Source: an optimization exercise on an open RTL-to-GDS flow (aim: small area, a short achievable clock period and few clock cycles per item). Production flows keep margins and buffers that such runs may drop. For this run, only the layout was checked, not whether the RTL still works.

==> flow/design.v <==
`default_nettype none
package cpu_pkg;
    typedef enum logic [2:0] {
        ph_boot    = 3'd0,
        ph_fetch   = 3'd1,
        ph_operand = 3'd2,
        ph_execute = 3'd3,
        ph_halt    = 3'd4
    } phase_t;
    typedef enum logic [3:0] {
        op_mov  = 4'h0,
        op_add  = 4'h1,
        op_sub  = 4'h2,
        op_mul  = 4'h3,
        op_div  = 4'h4,
        op_in   = 4'h7,
        op_out  = 4'h8,
        op_stop = 4'hf
    } opcode_t;
endpackage
`default_nettype wire
`timescale 1ns/1ns
`default_nettype none
module cpu_top
(
    input  wire         clk,
    input  wire         rst_n,
    input  wire  [15:0] mem,
    input  wire  [15:0] in,
    output logic        we,
    output logic [5:0]  addr,
    output logic [15:0] data,
    output logic [15:0] out,
    output logic [5:0]  pc,
    output logic        status
);
    localparam logic [3:0] T_NONE  = 4'd0;
    localparam logic [3:0] T_INSTR = 4'd1;   
    localparam logic [3:0] T_VY    = 4'd2;   
    localparam logic [3:0] T_VZ    = 4'd3;   
    localparam logic [3:0] T_DST   = 4'd4;   
    localparam logic [3:0] T_SHOW  = 4'd5;   
    localparam logic [3:0] T_PY    = 4'd6;   
    localparam logic [3:0] T_PZ    = 4'd7;   
    localparam logic [3:0] T_PS    = 4'd8;   
    localparam logic [1:0] CU_NONE = 2'd0;
    localparam logic [1:0] CU_ADD  = 2'd1;
    localparam logic [1:0] CU_MUL  = 2'd2;
    localparam logic [1:0] CU_DIV  = 2'd3;
    logic [3:0]  itag;       
    logic [3:0]  mtag;       
    logic [15:0] ir;
    logic [15:0] ra, rb, rc;
    logic [5:0]  dest;
    logic        pend_x, pend_y, pend_z;
    logic        show_m, stop_m;
    logic        fetched, jready;
    logic        wpend, rdy, dest_rdy;
    logic        need_y, need_z;
    logic [1:0]  cu;
    logic        sub_q, ycap_a;
    logic        dphase, cb;
    logic [3:0]  dk;
    assign data = ra;
    logic        stale, start;
    logic [15:0] ci;
    assign stale = we && ((mtag == T_INSTR) || jready) && (addr + 6'd1 == pc);
    assign start = ((mtag == T_INSTR) || jready) && !wpend && !status && !stale;
    assign ci    = (mtag == T_INSTR) ? mem : ir;
    logic [3:0] op;
    assign op = ci[15:12];
    logic d_mov, d_add, d_sub, d_mul, d_div, d_in, d_out, d_stop, d_alu, d_yop, d_wr;
    assign d_mov  = (op == 4'h0);
    assign d_add  = (op == 4'h1);
    assign d_sub  = (op == 4'h2);
    assign d_mul  = (op == 4'h3);
    assign d_div  = (op == 4'h4);
    assign d_in   = (op == 4'h7);
    assign d_out  = (op == 4'h8);
    assign d_stop = (op == 4'hf);
    assign d_alu  = d_add | d_sub | d_mul | d_div;
    assign d_yop  = d_mov | d_alu;
    assign d_wr   = d_yop | d_in;
    logic s_rdx, s_f;
    assign s_rdx = d_out | (d_in & ci[11]);
    assign s_f   = !d_yop && !s_rdx && !d_stop;
    logic deref;
    assign deref = (mtag == T_PY) || (mtag == T_PZ) || (mtag == T_PS);
    logic       sel_x, sel_y, sel_z;
    logic [3:0] fld;
    logic [3:0] rtag;
    always_comb begin
        sel_x = 1'b0;
        sel_y = 1'b0;
        sel_z = 1'b0;
        if (stop_m) begin
            if (pend_x)      sel_x = 1'b1;
            else if (pend_y) sel_y = 1'b1;
            else             sel_z = 1'b1;
        end else begin
            if (pend_z)      sel_z = 1'b1;
            else             sel_x = 1'b1;
        end
        fld = sel_x ? ir[11:8] : (sel_y ? ir[7:4] : ir[3:0]);
        if (show_m)     rtag = fld[3] ? T_PS : T_SHOW;
        else if (sel_z) rtag = fld[3] ? T_PZ : T_VZ;
        else            rtag = T_DST;
    end
    logic any_pend, rd_ok, f_ok;
    assign any_pend = pend_x | pend_y | pend_z;
    assign rd_ok = !start && !deref && any_pend &&
                   !(stop_m && ((mtag == T_PS) || (itag == T_PS)));
    assign f_ok  = !start && !deref && !any_pend && !fetched && !stop_m;
    logic cu_act;
    assign cu_act = (cu != CU_NONE) && !need_y && !need_z && !rdy;
    logic b_zero, b_two, b_neg;
    assign b_zero = (ra[1:0] == 2'b00 && !cb) || (ra[1:0] == 2'b11 && cb);
    assign b_two  = (ra[1:0] == 2'b01 && cb) || (ra[1:0] == 2'b10 && !cb);
    assign b_neg  = ra[1] && !(ra[0] && cb);
    logic [15:0] m_op;
    logic        inv;
    always_comb begin
        if (cu == CU_MUL) begin
            m_op = b_zero ? 16'd0 : (b_two ? {rb[14:0], 1'b0} : rb);
            inv  = b_neg;
        end else begin
            m_op = rb;
            inv  = sub_q;
        end
    end
    logic [16:0] sum;
    assign sum = {1'b0, rc} + {1'b0, inv ? ~m_op : m_op} + {16'd0, inv};
    logic ge;
    assign ge = sum[16];
    logic b_is0, dstep, cu_done;
    assign b_is0 = (rb == 16'd0);
    assign dstep = dphase || !(ge && !rb[15]);
    always_comb begin
        case (cu)
            CU_ADD:  cu_done = 1'b1;
            CU_MUL:  cu_done = (dk == 4'd7);
            CU_DIV:  cu_done = b_is0 || (dstep && dk == 4'd0);
            default: cu_done = 1'b0;
        endcase
    end
    logic done_now;
    assign done_now = (cu_act && cu_done) ||
                      ((mtag == T_VY) && (cu == CU_NONE));
    logic w_ok;
    assign w_ok = !start && !deref && !rd_ok && !f_ok && wpend &&
                  (rdy || done_now) && (dest_rdy || (mtag == T_DST));
    logic halt;
    assign halt = (start ? (d_stop && ci[10:8] == 3'd0 && ci[6:4] == 3'd0 &&
                            ci[2:0] == 3'd0)
                         : (stop_m && !any_pend && (mtag != T_PS))) &&
                  (itag == T_NONE);
    always_ff @(posedge clk or negedge rst_n) begin
        if (!rst_n) begin
            addr   <= 6'd8;
            pc     <= 6'd9;
            we     <= 1'b0;
            itag   <= T_NONE;
            mtag   <= T_INSTR;
            status <= 1'b0;
            out    <= 16'd0;
            wpend  <= 1'b0;
        end else if (!status) begin
            mtag <= itag;
            we   <= 1'b0;
            itag <= T_NONE;
            if (mtag == T_SHOW) out <= mem;
            if (stale) begin
                itag <= T_INSTR;
            end else if (start) begin
                wpend <= d_wr;
                if (d_yop) begin
                    addr <= {3'd0, ci[6:4]};
                    itag <= ci[7] ? T_PY : T_VY;
                end else if (s_rdx) begin
                    addr <= {3'd0, ci[10:8]};
                    itag <= d_out ? (ci[11] ? T_PS : T_SHOW) : T_DST;
                end else if (s_f) begin
                    addr <= pc;
                    pc   <= pc + 6'd1;
                    itag <= T_INSTR;
                end
            end else if (deref) begin
                addr <= mem[5:0];
                itag <= (mtag == T_PY) ? T_VY : (mtag == T_PZ) ? T_VZ : T_SHOW;
            end else if (rd_ok) begin
                addr <= {3'd0, fld[2:0]};
                itag <= rtag;
            end else if (f_ok) begin
                addr <= pc;
                pc   <= pc + 6'd1;
                itag <= T_INSTR;
            end else if (w_ok) begin
                addr  <= (mtag == T_DST) ? mem[5:0] : dest;
                we    <= 1'b1;
                wpend <= 1'b0;
            end
            if (halt) status <= 1'b1;
        end
    end
    always_ff @(posedge clk) begin
        if (!status) begin
            if (mtag == T_VY) need_y <= 1'b0;
            if (mtag == T_VZ) need_z <= 1'b0;
            if (mtag == T_DST) dest_rdy <= 1'b1;
            if ((mtag == T_VY) && (cu == CU_NONE)) rdy <= 1'b1;
            if (mtag == T_INSTR) jready <= 1'b1;
            if (stale) jready <= 1'b0;
            if (rd_ok) begin
                if (sel_x) pend_x <= 1'b0;
                if (sel_y) pend_y <= 1'b0;
                if (sel_z) pend_z <= 1'b0;
            end
            if (f_ok || (start && s_f)) fetched <= 1'b1;
            if (cu_act) begin
                if (cu_done) rdy <= 1'b1;
                if (cu == CU_MUL) begin
                    cb <= ra[1];
                    dk <= dk + 4'd1;
                end
                if (cu == CU_DIV && !b_is0) begin
                    if (!dstep) begin
                        dk <= dk + 4'd1;
                    end else if (dk != 4'd0) begin
                        dk     <= dk - 4'd1;
                        dphase <= 1'b1;
                    end
                end
            end
            if (start) begin
                pend_x   <= d_stop ? (ci[10:8] != 3'd0) : (d_alu | d_mov) & ci[11];
                pend_y   <= d_stop & (ci[6:4] != 3'd0);
                pend_z   <= d_stop ? (ci[2:0] != 3'd0) : d_alu;
                show_m   <= d_out | d_stop;
                stop_m   <= d_stop;
                fetched  <= s_f;
                jready   <= 1'b0;
                rdy      <= d_in;
                dest_rdy <= !ci[11];
                need_y   <= d_yop;
                need_z   <= d_alu;
                cu       <= (d_add | d_sub) ? CU_ADD : d_mul ? CU_MUL :
                            d_div ? CU_DIV : CU_NONE;
                sub_q    <= d_sub | d_div;
                ycap_a   <= d_mov | d_mul;
                dphase   <= 1'b0;
                dk       <= 4'd0;
                cb       <= 1'b0;
            end
        end
    end
    always_ff @(posedge clk) begin
        if (mtag == T_INSTR) ir <= mem;
        if (start) dest <= {3'd0, ci[10:8]};
        if (mtag == T_DST) dest <= mem[5:0];
        if (mtag == T_VY) begin
            if (ycap_a) ra <= mem;
            else rc <= mem;
        end
        if (mtag == T_VZ) rb <= mem;
        if (cu_act) begin
            case (cu)
                CU_ADD: ra <= sum[15:0];
                CU_MUL: begin
                    ra <= {sum[1:0], ra[15:2]};
                    rc <= {2'b00, sum[15:2]};
                end
                CU_DIV: begin
                    if (!b_is0) begin
                        if (!dstep) begin
                            rb <= {rb[14:0], 1'b0};
                        end else begin
                            if (ge) rc <= sum[15:0];
                            ra <= {ra[14:0], ge};
                            if (dk != 4'd0) rb <= {1'b0, rb[15:1]};
                        end
                    end
                end
                default: ;
            endcase
        end
        if (start && d_in) ra <= in;
        if (start && d_mul) rc <= 16'd0;
        if (start && d_div) ra <= 16'd0;
    end
endmodule
`default_nettype wire
==> flow/run.sh <==
#!/bin/bash
# synth_recipe.tcl (not shown) runs the flow's synth.tcl, then flattens the netlist and writes it again
# the make line also repeats each setting of config.mk as NAME=value (left out here)
make -C /OpenROAD-flow-scripts/flow DESIGN_CONFIG=/design/flow/config.mk WORK_HOME=/design/flow/orfs CLKGATE_MAP_FILE= SYNTH_SCRIPT=/design/flow/synth_recipe.tcl finish
==> flow/config.mk <==
export PLATFORM = sky130hd
export DESIGN_NAME = cpu_top
export DESIGN_NICKNAME = cpu_top
export VERILOG_FILES = /design/flow/design.v
export SDC_FILE = /design/flow/constraint.sdc
export NUM_CORES = 4
export LEC_CHECK = 0
export CAP_MARGIN = 20
export CORE_MARGIN = 2
export CORE_UTILIZATION = 40
export SLEW_MARGIN = 20
==> flow/constraint.sdc <==
create_clock -name core_clock -period 36.0 [get_ports {clk}]
set_input_delay 7.2000 -clock core_clock [delete_from_list [all_inputs] [get_ports {clk}]]
set_output_delay 7.2000 -clock core_clock [all_outputs]
set_load 0.01 [all_outputs]
==> run notes <==
[logic make-up after synthesis]
kind of cell / share of synthesized area [%]
AO/OA/AOI/OAI: 23.7
adder cells (fa/ha/maj): 2.92
XOR/XNOR: 4.87
multiplexers: 13.5
buffers and inverters: 3.85
flip-flops: 35.0
AND/OR/NAND/NOR: 16.2
[registers in the layout, indices dropped and copies added (netlist names), 2 cells and up]
signal,count
ra,16
dk,4
addr,6
cu,2
mtag,4
rc,16
dest,6
rb,16
ir,16
out,16
pc,6
itag,4
[worst max path at each step]
stage                 start      end  slack (ps)
floorplan           mem[14]    pc[1]       27060
global placement    mem[15]  addr[4]       26080
detailed placement  mem[15]  addr[5]       25990
CTS                 mem[15]  addr[5]       26420
global route        mem[15]  addr[5]       26260
finish              mem[15]  addr[5]       26400
[through the flow]
stage | instance area (um^2) | std cells | hold WS, ps | worst slack (ps)
global placement | 9860 | 1304 | 482 | 26080
detailed placement | 9860 | 1304 | 488 | 25990
CTS | 10400 | 1336 | 502 | 26420
floorplan | 8810 | 984 | 458 | 27060
global route | 10400 | 1337 | 525 | 26260
finish | 10400 | 1337 | 504 | 26400
[cell type report]
cell class | count | area (um^2) | area share, %
Multi-Input combinational cell | 772 | 5410 | 51.8
Timing Repair Buffer | 100 | 941 | 9.02
Clock inverter | 11 | 104 | 0.995
Sequential cell | 130 | 3080 | 29.5
Clock buffer | 21 | 462 | 4.42
Inverter | 23 | 86.3 | 0.827
Tap cell | 280 | 350 | 3.36
[layer usage]
layer / part of all wire [%] / up-vias
met4: 2.2 / 0
li1: - / 3801
met1: 45 / 3911
met5: 0 / -
met3: 7.1 / 47
met2: 45 / 314
[critical path: stages]
cell,delay [ps]
clkdlybuf4s50_1,600
mux2i_2,450
inv_1,310
a21oi_1,580
nor2_1,160
a21o_1,220
o2bb2ai_1,130
mux2_2,270
[cells in the final DEF (no fill, tap or decap), types with 5 or more instances in the layout]
cell / n
nor2_1: 97
a21oi_1: 82
clkdlybuf4s50_1: 78
nand2_1: 75
dfxtp_1: 63
mux2i_1: 60
o21ai_0: 51
mux2_2: 48
dfrtp_1: 35
xor2_1: 30
a211oi_1: 29
edfxtp_1: 28
inv_1: 21
nand3_1: 21
buf_4: 20
xnor2_1: 19
a22oi_1: 19
ha_1: 19
clkbuf_16: 18
and2_1: 17
nor3_1: 14
a21o_1: 12
o22ai_1: 12
o221ai_1: 11
a31oi_1: 11
nand2b_1: 8
a221oi_1: 8
a22o_1: 8
or3_1: 7
nand4_1: 6
nor4_1: 5
[cell usage after synthesis (4+ instances only)]
master      n  area, um^2
or3_1       7        43.8
nand2b_1    8        50.1
nand4_1     6        37.5
a22o_1      8        70.1
dfstp_2     4         105
and2_1     17         106
ha_1       19         238
o21ai_0    52         260
a21oi_1    82         410
a31o_2      4        35.0
inv_1      21        78.8
a22oi_1    19         143
a31oi_1    11        68.8
nor2_1     97         364
or4_1       4        30.0
nand3b_1    4        30.0
buf_4       4        30.0
clkbuf_1   40         150
o22ai_1    12        75.1
nor2b_1     5        31.3
nand2_1    75         282
buf_2       7        35.0
a222oi_1    4        40.0
o2bb2ai_1   4        35.0
edfxtp_1   28         841
dfxtp_1    63        1260
buf_1       7        26.3
and3_1      4        25.0
nor3_1     14        70.1
xor2_1     30         263
nor4_1      6        37.5
o221ai_1   11        96.3
a211oi_1   29         218
o31ai_1     4        30.0
a21o_1     12        90.1
nand3_1    21         105
mux2i_1    60         601
mux2_2     48         541
dfrtp_1    35         876
xnor2_1    19         166
a221oi_1    8        70.1
==> impl_metrics.csv <==
group,metric,value,unit
clocking,cts_sinks,130,
clocking,path_clk_slew,70,ps
critical_path,critPathLaunchType,"primary input",
die,chipHeight,152,um
sta,fin_crit_sh,26.7,%
yosys,syn_nets,1038,
sta,setup_violations,0,
global_route,grt_max_degree,40,
die,ios,80,
routing,antenna_left,0,
routing,avgViaCountPerCell,6.04,
hold_path,whs_path_depth,1,
clocking,root_buffer,"clkbuf_16",
clocking,cts_setup_buffers,0,
die,core-area,21800,um^2
placed_design,portBuffers,79,
run,cap_viol_max_count,0,
sta,relSlewSlack,28.4,%
sta,fin_worst_skew,12.5,ps
global_route,grt_pass1_wl,45100,um
critical_path,r2r-end,"ra[11]",
sta,slew_violations,0,
global_route,met2_usage,37.6,%
critical_path,endpoint_kind,"flop",
sta,rsz0062_at_grt,"false",
sta,finalHoldViolCount,0,
clocking,ctsHoldBuffers,0,
finish,num_antenna_cells,0,
sta,fmax,0.104,GHz
yosys,seq_area_frac_synth,35.0,%
critical_path,setup.worst_path.class,"in2reg",
yosys,synth_area_per_cell,8.96,um^2
clocking,cts_buffers,17,
routing,vias,8073,
critical_path,worst-path-max-fanout,11,
global_route,grtUsageMet3,5.55,%
die,dieArea,23200,um^2
clocking,cts_tree,"built",
routing,drc,0,
global_route,grt_overflow,0,
routing,wl_per_cell,21.8,um
yosys,synth-seq-cells,130,
critical_path,reg2reg_slack,30130,ps
yosys,async_flop_share,30.0,%
placed_design,hpwlAfterDp,20300,um
clocking,cts_max_level,4,
finish,final_nets,1098,
sta,min_period,9600,ps
yosys,synth_cell_types,88,
hold_path,hp-class,"reg2reg",
finish,area_growth,18.4,%
die,rows,54,
finish,final_core_util,48.0,%
hold_path,min_to,"ir[2]",
critical_path,r2r-start,"ra[1]",
die,dieWidth,152,um
finish,n_fill_cell,2109,
sta,tns,0,ps
critical_path,worstRegToRegCells,14,
placed_design,gp_congestion,0.915,
hold_path,hp-start,"ir[2]",
global_route,met1_usage,34.9,%
global_route,grt_use_total,24.7,%
die,start_util,40.5,%
yosys,synth_ff_type,"dfxtp_1",
sta,tightest_slew,1070,ps
run_status,status,"no timing/DRC/antenna violations",
routing,routed_wl,29100,um
global_route,grt.busiest_layer,"met2",
routing,drt-initial-drc-count,797,
clocking,ctsResizeCount,0,
yosys,synth_edf_count,28,
yosys,synth_area,8810,um^2
critical_path,cp.arrival,9920,ps
routing,first_pass_iters,5,
finish,layout-drive-gt1-share,13.2,%
global_route,grt_pass1_vias,7686,
clocking,insertion_delay,430,ps
yosys,yosysWarnings,1,
global_route,antenna_found_initial,1,
clocking,cts_buffer_depth,2,
yosys,postSynthCellCount,984,
critical_path,worstPathRequired,36320,ps

what the ideal ports hide:
The flow's constraints put no driver on any port. The routed layout listed below was extracted and timed again, unchanged, in two steps. Step 1 sets driving cells, clkbuf_16 on the clock port and buf_2 on the other inputs (assumed; they add their load-dependent delay and slew). Step 2 adds t to the input delays and takes it off the output delays; t is the mean of the earliest and latest rising clock arrival at the registers after step 1. Input paths then give back, and output paths get back, about the clock's delay inside the block. a / b / c = ideal / step 1 / step 2; a / b = the first two.
t (ns): 0.469
slack for setup (ns): 26.401 / 26.421 / 25.952
latest minus earliest clock arrival (ns): 0.013 / 0.012
worst data-port slew with drivers (ns): 0.06
cell pins on the clock port's net: 1
After both steps setup and hold are still met in this run. The setup slack of this run moves by +0.020 ns with the drivers and by -0.449 ns with both steps.
